Source: an optimization exercise on an open RTL-to-GDS flow (aim: small area). Production flows keep margins and buffers that such runs may drop.
The RTL was checked by simulation tests, not by an equivalence proof against the original design.
Power and IR drop assume default switching activity.

==> flow/run.sh <==
#!/bin/bash
# synth_recipe.tcl (not shown) runs the flow's synth.tcl, then flattens the netlist and writes it again
# the make line also repeats each setting of config.mk as NAME=value (left out here)
make -C /OpenROAD-flow-scripts/flow DESIGN_CONFIG=/design/flow/config.mk WORK_HOME=/design/flow/orfs CLKGATE_MAP_FILE= SYNTH_SCRIPT=/design/flow/synth_recipe.tcl finish
==> flow/config.mk <==
export PLATFORM = sky130hd
export DESIGN_NAME = pulse_seq_multi
export DESIGN_NICKNAME = pulse_seq_multi
export VERILOG_FILES = /design/flow/design.v
export SDC_FILE = /design/flow/constraint.sdc
export NUM_CORES = 4
export LEC_CHECK = 0
export CAP_MARGIN = 20
export CORE_MARGIN = 2
export CORE_UTILIZATION = 40
export SLEW_MARGIN = 20
==> flow/design.v <==
package pulses_pkg;
  typedef enum logic {FLD_START = 1'b0, FLD_STOP = 1'b1} field_e;
  localparam int unsigned DEF_NUM_CH     = 2;
  localparam int unsigned DEF_NUM_PULSE  = 4;
  localparam int unsigned ADDR_PERIOD    = 0;
  localparam int unsigned ADDR_SYNC      = 1;
  localparam int unsigned ADDR_SLOT_BASE = 2;
  localparam int unsigned ADDR_REP_BASE  = ADDR_SLOT_BASE + 2 * DEF_NUM_CH * DEF_NUM_PULSE;
  function automatic int unsigned addr_slot(int unsigned ch, int unsigned p, field_e fld,
                                            int unsigned num_pulse);
    addr_slot = ADDR_SLOT_BASE + 2 * (ch * num_pulse + p) + 32'(fld);
  endfunction
  function automatic int unsigned addr_rep(int unsigned ch, logic sel, int unsigned num_ch,
                                           int unsigned num_pulse);
    addr_rep = ADDR_SLOT_BASE + 2 * num_ch * num_pulse + 2 * ch + 32'(sel);
  endfunction
  function automatic int unsigned num_regs(int unsigned num_ch, int unsigned num_pulse);
    num_regs = ADDR_SLOT_BASE + 2 * num_ch * num_pulse + 2 * num_ch;
  endfunction
  function automatic int unsigned addr_width(int unsigned num_ch, int unsigned num_pulse);
    addr_width = $clog2(num_regs(num_ch, num_pulse));
  endfunction
endpackage
import pulses_pkg::*;
module pulse_window_ch
#(
  parameter int unsigned NUM_PULSE = 4,
  parameter int unsigned TW        = 32
) (
  input  logic                    clk,
  input  logic                    rst,
  input  logic                    restart,     
  input  logic                    at_last,     
  input  logic                    cnt_zero,    
  input  logic [TW-1:0]           counter,
  input  logic [NUM_PULSE*TW-1:0] start,
  input  logic [NUM_PULSE*TW-1:0] stop,
  input  logic [NUM_PULSE-1:0]    start_v,     
  input  logic [NUM_PULSE-1:0]    stop_v,
  input  logic [7:0]              rep_count,
  input  logic                    rep_count_v,
  input  logic [TW-1:0]           rep_interval,
  input  logic                    rep_interval_v,
  output logic                    win_c,
  output logic                    slot0_c
);
  function automatic logic cge(input logic [TW-1:0] a, input logic [TW-1:0] b, input logic cin);
    logic c;
    c = cin;
    for (int i = 0; i < TW; i++) c = (a[i] & ~b[i]) | ((a[i] | ~b[i]) & c);
    cge = c;
  endfunction
  logic [NUM_PULSE-1:0] en, ge_s, lt_e, hit, last;
  for (genvar p = 0; p < NUM_PULSE; p++) begin : g_slot
    wire [TW-1:0] s = start[p*TW +: TW];
    wire [TW-1:0] e = stop[p*TW +: TW];
    assign ge_s[p] = ~start_v[p] | cge(counter, s, 1'b1);
    assign lt_e[p] = stop_v[p] & ~cge(counter, e, 1'b1);
    assign hit[p]  = ge_s[p] & lt_e[p];
    assign en[p]   = stop_v[p] & (start_v[p] ? ~cge(s, e, 1'b1) : (|e));
  end
  assign slot0_c = hit[0];
  always_comb begin
    for (int p = 0; p < NUM_PULSE; p++) begin
      last[p] = en[p];
      for (int q = p + 1; q < NUM_PULSE; q++) last[p] = last[p] & ~en[q];
    end
  end
  logic          any;
  logic          lt_last;
  logic [TW-1:0] ls, le, len;
  always_comb begin
    any     = |en;
    lt_last = |(last & lt_e);
    ls      = '0;
    le      = '0;
    for (int p = 0; p < NUM_PULSE; p++) begin
      ls = ls | ({TW{last[p] & start_v[p]}} & start[p*TW +: TW]);
      le = le | ({TW{last[p]}} & stop[p*TW +: TW]);
    end
    len = le - ls;
  end
  logic [7:0]    n_rep;
  logic [TW-1:0] d;
  logic          prev_lt;    
  logic          nz, at_stop, advance, rep_hit;
  logic [TW-1:0] d_src;
  always_comb begin
    nz      = |n_rep;
    at_stop = nz ? ~|d : (prev_lt & ~lt_last);
    advance = any & rep_count_v & (n_rep < rep_count) & at_stop;
    rep_hit = any & nz & (|d) & cge(len, d, ~at_last);
    d_src   = ({TW{advance & rep_interval_v}} & rep_interval) | ({TW{~advance}} & d);
  end
  always_ff @(posedge clk or posedge rst) begin
    if (rst)          n_rep <= '0;
    else if (restart) n_rep <= '0;
    else if (advance) n_rep <= n_rep + 8'd1;
  end
  always_ff @(posedge clk) begin
    d       <= d_src - TW'(1);
    prev_lt <= cnt_zero | lt_last;
  end
  assign win_c = (|hit) | rep_hit;
endmodule
import pulses_pkg::*;
module pulse_seq_multi
#(
  parameter int unsigned NUM_CH    = 2,
  parameter int unsigned NUM_PULSE = 4,
  parameter int unsigned TW        = 32,
  parameter int unsigned ATT_W     = 7,
  parameter int unsigned ATT_STEP  = 6,
  parameter int unsigned GUARD     = 20,
  parameter int unsigned AW        = $clog2(pulses_pkg::ADDR_SLOT_BASE + 2 * NUM_CH * NUM_PULSE + 2 * NUM_CH)
) (
  input  logic              clk,
  input  logic              rst,
  input  logic              cfg_we,
  input  logic [AW-1:0]     cfg_addr,
  input  logic [TW-1:0]     cfg_wdata,
  input  logic              cfg_commit,
  input  logic              run,
  input  logic              cw_mode,
  input  logic [NUM_CH-1:0] cw_sel,
  input  logic [ATT_W-1:0]  pr_att,
  output logic              sync_on,
  output logic [NUM_CH-1:0] pulse_on,
  output logic [ATT_W-1:0]  pre_att,
  output logic              pre_block,
  output logic              cycle_start
);
  localparam int unsigned AW1      = ATT_W + 1;
  localparam int unsigned REP_BASE = ADDR_SLOT_BASE + 2 * NUM_CH * NUM_PULSE;
  localparam int unsigned NREG     = REP_BASE + 2 * NUM_CH;
  function automatic logic cge(input logic [TW-1:0] a, input logic [TW-1:0] b, input logic cin);
    logic c;
    c = cin;
    for (int i = 0; i < TW; i++) c = (a[i] & ~b[i]) | ((a[i] | ~b[i]) & c);
    cge = c;
  endfunction
  logic [TW-1:0]   sh_reg  [NREG];
  logic [TW-1:0]   act_reg [NREG];
  logic [NREG-1:0] sh_v;
  logic [NREG-1:0] act_v;
  logic [NREG-1:0] wr_sel;
  logic            pending;
  logic            run_q;
  logic [TW-1:0]   counter;
  logic [TW-1:0]     per;
  logic [TW-1:0]     cinc;
  logic              per_small;
  logic              at_last;
  logic              boundary_c;
  logic              take_c;
  logic              restart_c;
  logic              cnt_zero;
  logic              guard_c;
  logic [AW1-1:0]    att_sum_c;
  logic [ATT_W-1:0]  att_hi_c;
  logic [NUM_CH-1:0] win_c;
  logic [NUM_CH-1:0] slot0_c;
  always_comb begin
    per        = act_reg[ADDR_PERIOD];
    per_small  = ~act_v[ADDR_PERIOD] | ~|per[TW-1:1];
    cinc       = counter + TW'(1);
    cnt_zero   = ~|counter;
    at_last    = per_small ? counter[0] : cge(cinc, per, 1'b1);
    boundary_c = run & at_last;
    restart_c  = ~run | at_last;
    take_c     = (pending | cfg_commit) & (at_last | ~run | ~run_q);
    guard_c    = per_small | ((TW+1)'(counter) + (TW+1)'(GUARD) >= (TW+1)'(per));
    att_sum_c  = AW1'(pr_att) + AW1'(ATT_STEP);
    att_hi_c   = att_sum_c[ATT_W] ? {ATT_W{1'b1}} : att_sum_c[ATT_W-1:0];
    for (int i = 0; i < NREG; i++) wr_sel[i] = cfg_we & (cfg_addr == AW'(i));
  end
  always_ff @(posedge clk) begin
    for (int i = 0; i < NREG; i++) begin
      if (wr_sel[i]) sh_reg[i] <= cfg_wdata;
      if (take_c)    act_reg[i] <= sh_reg[i];
    end
  end
  always_ff @(posedge clk or posedge rst) begin
    if (rst) begin
      sh_v    <= '0;
      act_v   <= '0;
      pending <= 1'b0;
    end else begin
      sh_v <= sh_v | wr_sel;
      if (take_c) begin
        act_v   <= sh_v;
        pending <= 1'b0;
      end else if (cfg_commit) begin
        pending <= 1'b1;
      end
    end
  end
  for (genvar c = 0; c < NUM_CH; c++) begin : g_ch
    logic [NUM_PULSE*TW-1:0] start_w;
    logic [NUM_PULSE*TW-1:0] stop_w;
    logic [NUM_PULSE-1:0]    start_v;
    logic [NUM_PULSE-1:0]    stop_v;
    for (genvar p = 0; p < NUM_PULSE; p++) begin : g_p
      assign start_w[p*TW +: TW] = act_reg[ADDR_SLOT_BASE + 2 * (c * NUM_PULSE + p)];
      assign stop_w[p*TW +: TW]  = act_reg[ADDR_SLOT_BASE + 2 * (c * NUM_PULSE + p) + 1];
      assign start_v[p]          = act_v[ADDR_SLOT_BASE + 2 * (c * NUM_PULSE + p)];
      assign stop_v[p]           = act_v[ADDR_SLOT_BASE + 2 * (c * NUM_PULSE + p) + 1];
    end
    pulse_window_ch #(
      .NUM_PULSE(NUM_PULSE),
      .TW       (TW)
    ) u_win (
      .clk           (clk),
      .rst           (rst),
      .restart       (restart_c),
      .at_last       (at_last),
      .cnt_zero      (cnt_zero),
      .counter       (counter),
      .start         (start_w),
      .stop          (stop_w),
      .start_v       (start_v),
      .stop_v        (stop_v),
      .rep_count     (act_reg[REP_BASE + 2 * c][7:0]),
      .rep_count_v   (act_v[REP_BASE + 2 * c]),
      .rep_interval  (act_reg[REP_BASE + 2 * c + 1]),
      .rep_interval_v(act_v[REP_BASE + 2 * c + 1]),
      .win_c         (win_c[c]),
      .slot0_c       (slot0_c[c])
    );
  end
  always_ff @(posedge clk or posedge rst) begin
    if (rst) begin
      counter     <= '0;
      run_q       <= 1'b0;
      sync_on     <= 1'b0;
      pulse_on    <= '0;
      pre_att     <= '0;
      pre_block   <= 1'b0;
      cycle_start <= 1'b0;
    end else begin
      run_q   <= run;
      counter <= restart_c ? '0 : cinc;
      if (!run) begin
        sync_on     <= 1'b0;
        pulse_on    <= '0;
        pre_att     <= pr_att;
        pre_block   <= 1'b0;
        cycle_start <= 1'b0;
      end else begin
        cycle_start <= cnt_zero;
        sync_on     <= act_v[ADDR_SYNC] & ~cge(counter, act_reg[ADDR_SYNC], 1'b1);
        if (cw_mode) begin
          pulse_on  <= cw_sel;
          pre_block <= 1'b1;
          pre_att   <= pr_att;
        end else begin
          pulse_on  <= win_c;
          pre_block <= |pulse_on;
          pre_att   <= (guard_c || (|slot0_c)) ? att_hi_c : pr_att;
        end
      end
    end
  end
endmodule
==> flow/constraint.sdc <==
create_clock -name core_clock -period 12.0 [get_ports {clk}]
set_input_delay 2.4000 -clock core_clock [delete_from_list [all_inputs] [get_ports {clk}]]
set_output_delay 2.4000 -clock core_clock [all_outputs]
set_load 0.01 [all_outputs]
==> results.txt <==
==> per-stage QoR <==
| step | utilization | hold slack, ps | instance area, sq um | total power, uW | instances |
|---|---|---|---|---|---|
| global route | 0.455 | 411 | 81300 | 17100 | 8722 |
| finish | 0.455 | 405 | 81300 | 16400 | 8727 |
| CTS | 0.455 | 401 | 81300 | 16300 | 8721 |
| global placement | 0.425 | 400 | 75900 | 11200 | 8417 |
| detailed placement | 0.425 | 405 | 75900 | 11300 | 8417 |
| floorplan | - | 400 | 71900 | 9800 | 6099 |
==> worst max-delay path: cells and delay by family, from the launching register on <==
kind | cells | cell delay (ps)
AOI/OAI and AO/OA | 18 | 4780
DFF | 1 | 470
and+or+nand+nor | 8 | 1690
adders and majority gates | 9 | 3180
==> Yosys cell counts, drive strengths merged, types with 17 or more instances <==
master | count | area share
o2bb2ai | 19 | 0.0023
and2 | 26 | 0.0023
dfxtp | 66 | 0.018
a221o | 61 | 0.0085
o22ai | 118 | 0.010
o21ai | 277 | 0.019
o31ai | 38 | 0.0040
or3 | 44 | 0.0038
or2 | 37 | 0.0032
o2111ai | 26 | 0.0033
a31oi | 85 | 0.0074
buf | 54 | 0.0032
a21boi | 76 | 0.0079
nand2 | 413 | 0.022
a221oi | 39 | 0.0048
edfxtp | 1312 | 0.55
a211oi | 34 | 0.0036
a2111oi | 33 | 0.0042
xor2 | 53 | 0.0065
and3 | 45 | 0.0039
nand3 | 105 | 0.0075
mux2 | 17 | 0.0027
o221ai | 57 | 0.0069
a21oi | 301 | 0.021
inv | 422 | 0.022
dfrtp | 106 | 0.037
mux2i | 28 | 0.0039
maj3 | 196 | 0.027
a222oi | 102 | 0.014
xnor2 | 115 | 0.014
o211ai | 48 | 0.0052
ha | 120 | 0.021
nand2b | 113 | 0.0098
a22oi | 86 | 0.0090
nor4 | 114 | 0.0099
clkbuf | 199 | 0.010
a21o | 39 | 0.0041
o21a | 37 | 0.0039
a22o | 28 | 0.0034
nand4 | 58 | 0.0054
nor2b | 111 | 0.0097
nor2 | 446 | 0.023
nor3 | 122 | 0.0086
or4 | 21 | 0.0022
==> how the worst max path moves through the flow <==
stage | endpoint | slack, ps | cells past startpoint
after floorplan | act_reg[0][0] | 330 | 14
after global placement | pulse_on[0] | 2080 | 35
after detailed placement | pulse_on[0] | 1950 | 35
after CTS | pulse_on[0] | 1860 | 35
after global routing | pulse_on[0] | 940 | 35
final | pulse_on[0] | 1720 | 35
==> logic make-up (layout without fill, tap and decap cells) <==
group / count (synthesis) / in the layout / synth area share
xor gates and xnor gates: 168 / 168 / 0.0205
muxes: 45 / 45 / 0.00661
AOI/OAI and AO/OA: 1688 / 1688 / 0.167
other: 0 / 6 / 0
DFF: 1484 / 1484 / 0.603
adders and majority gates: 318 / 318 / 0.0489
and+or+nand+nor: 1714 / 1714 / 0.118
buffers and inverters: 682 / 949 / 0.0360
==> cell type report <==
cell class,count,area (sq um)
timing repair buffer,216,1770
clock inverter,99,998
sequential,1484,43400
antenna,6,15.0
clock buffer,205,4400
multi-input combinational,3933,26200
fill,16300,97300
tap,2355,2950
inverter,429,1620
==> routing by layer <==
metal / wire length (um) / part of all wire / GRT usage / vias to the layer above
li1: - / - / - / 23900
met1: 117000 / 0.44 / 0.413 / 27300
met2: 113000 / 0.43 / 0.414 / 3015
met3: 27300 / 0.10 / 0.0681 / 423
met4: 7790 / 0.029 / 0.0853 / 14
met5: 90 / 0.00034 / 0 / -
==> report_power, final <==
| group | internal, uW | switching (uW) | leakage [uW] | total, uW |
|---|---|---|---|---|
| Clock | 2940 | 2150 | 0.00264 | 5080 |
| Combinational | 1780 | 2930 | 0.0115 | 4710 |
| Sequential | 6040 | 533 | 0.0142 | 6580 |
==> summary.md <==
| Metric | Value |
|---|---|
| CP endpoint kind | `flop` |
| Synth-to-layout area growth | `13.1%` |
| Status | `complete, no violations` |
| Period utilization | `0.857` |
| Reg2Reg Setup Slack | `1720 ps` |
| Hold EP | `act_reg[10][30]` |
| GPL Wtd Cong | `0.989` |
| Final hold viol count | `0` |
| Via/cell ratio | `6.26` |
| Die X | `428 um` |
| WP data required | `12710 ps` |
| GRT Total Usage | `0.283` |
| Most frequent cells in the layout | `1312 x edfxtp_1, 430 x nor2_1, 418 x inv_1, 412 x nand2_1, 301 x a21oi_1` |
| Slew @ Worst Pin | `1330 ps` |
| Critical path class | `reg -> reg` |
| Final HPWL DP | `188000 um` |
| Global-route wire length before repair | `378000 um` |
| Cell Pwr Density | `201 mW/mm^2` |
| Io pins | `64` |
| Yosys Warn Count | `6` |
| Worst slew margin | `0.101` |
| Number of synthesized flops with an enable pin | `1312` |
| Post-CTS Hold Fix Bufs | `0` |
| # Post-CTS Setup Buffers | `0` |
| Worst path arrival time | `10990 ps` |
| Register area share after synthesis | `0.603` |
| Top_reg_cell synth | `edfxtp_1` |
| Initial antenna violation count | `21` |
| Die H | `428 um` |
| Wire length per cell | `30.4 um` |
| Max Cap Violations | `0` |
| Num CTS Buffers | `162` |
| Worst skew pair latency | `830 ps` |
| DR vias | `54.7k` |
| Drt first pass iters | `9` |
| DRC viols | `0` |
| Bufs on Longest Clock Path | `3` |
| CP max-delay cell | `a222oi_1` |
| Final Setup Violations | `0` |
| Initial Util | `0.403` |
| GRT overflow | `0` |
| CTS tree | `yes` |
| Yosys reg bits | `1484` |
| Hold Startpoint | `sh_reg[10][30]` |
| Initial drt markers | `8147` |
| Post-layout min period | `10280 ps` |
| CP peak stage delay | `660 ps` |
| Max VDD drop | `154 uV` |
| Clock Skew | `29.3 ps` |
| Vias in the first global route | `51.1k` |
| Routed WL | `265000 um` |
| Crit path launch | `act_reg[5][0]` |
| Reg2Reg Launch Point | `act_reg[5][0]` |
| Worst Path Max Fanout | `14` |
| Post-route setup slack | `1720 ps` |
| Post-route ant nets | `0` |
| Setup WS pre-CTS | `1950 ps` |
| Final Max Slew Viols | `0` |
| I/O Buffers | `63` |
| Cells after synthesis | `6099` |
| Hold Crit Class | `reg -> reg` |
| Asr flop ratio synth | `0.0714` |
| CP dominant cell by count | `maj3_1` |
| # resized after CTS | `0` |
| Largest net degree at the start of global routing | `133` |
| Post-Synthesis Net Count | `6273` |
| Lkg Pwr | `0.0283 uW` |
| Reg2reg end | `pulse_on[0]` |
| Syn avg cell area | `11.8 sq um` |
| # nets final | `6400` |
| Setup crit start kind | `flop` |
| Reg2Reg Depth | `35` |
| Num rows | `155` |
| Root Buffer | `clkbuf_16` |
| RSZ-0062 raised after global routing | `false` |
| Die area | `0.183 sq mm` |
| Synth cell types | `102` |
| Hold path cells | `0` |
| Share of cells above drive strength 1 | `0.0897` |
| Syn Std Cell Area | `0.0719 sq mm` |
| Setup TNS | `0 ps` |
| Commonest non-fill, non-tap cell in the layout | `edfxtp_1` |
| # H-tree levels | `4` |
| Core Area | `0.179 sq mm` |
| Worst-path clk slew | `70 ps` |
| Fmax achieved | `0.0972 GHz` |
| Sinks on Clock Net | `1484` |

-- re-timing with driven ports --
No port has a modelled driver above. Below, the same layout with a new extraction and two added sets of constraints.
Step 1, drivers: a clkbuf_16 drives clk and a buf_2 each remaining input, both assumed.
Step 2, shift: input delay + t, output delay - t, t = (earliest + latest rising clock arrival at the registers) / 2. This alone moves slack from input paths to output paths.
a / b / c = ideal ports / drivers / drivers and shift; a / b = the first two.
t, ns: 0.903
setup WS [ns]: 1.716 / 1.716 / 1.716
worst setup path after step 2: register to register
After both steps setup and hold are still met in this run. The setup slack of this run moves by 0.000 ns with the drivers and by 0.000 ns with both steps.
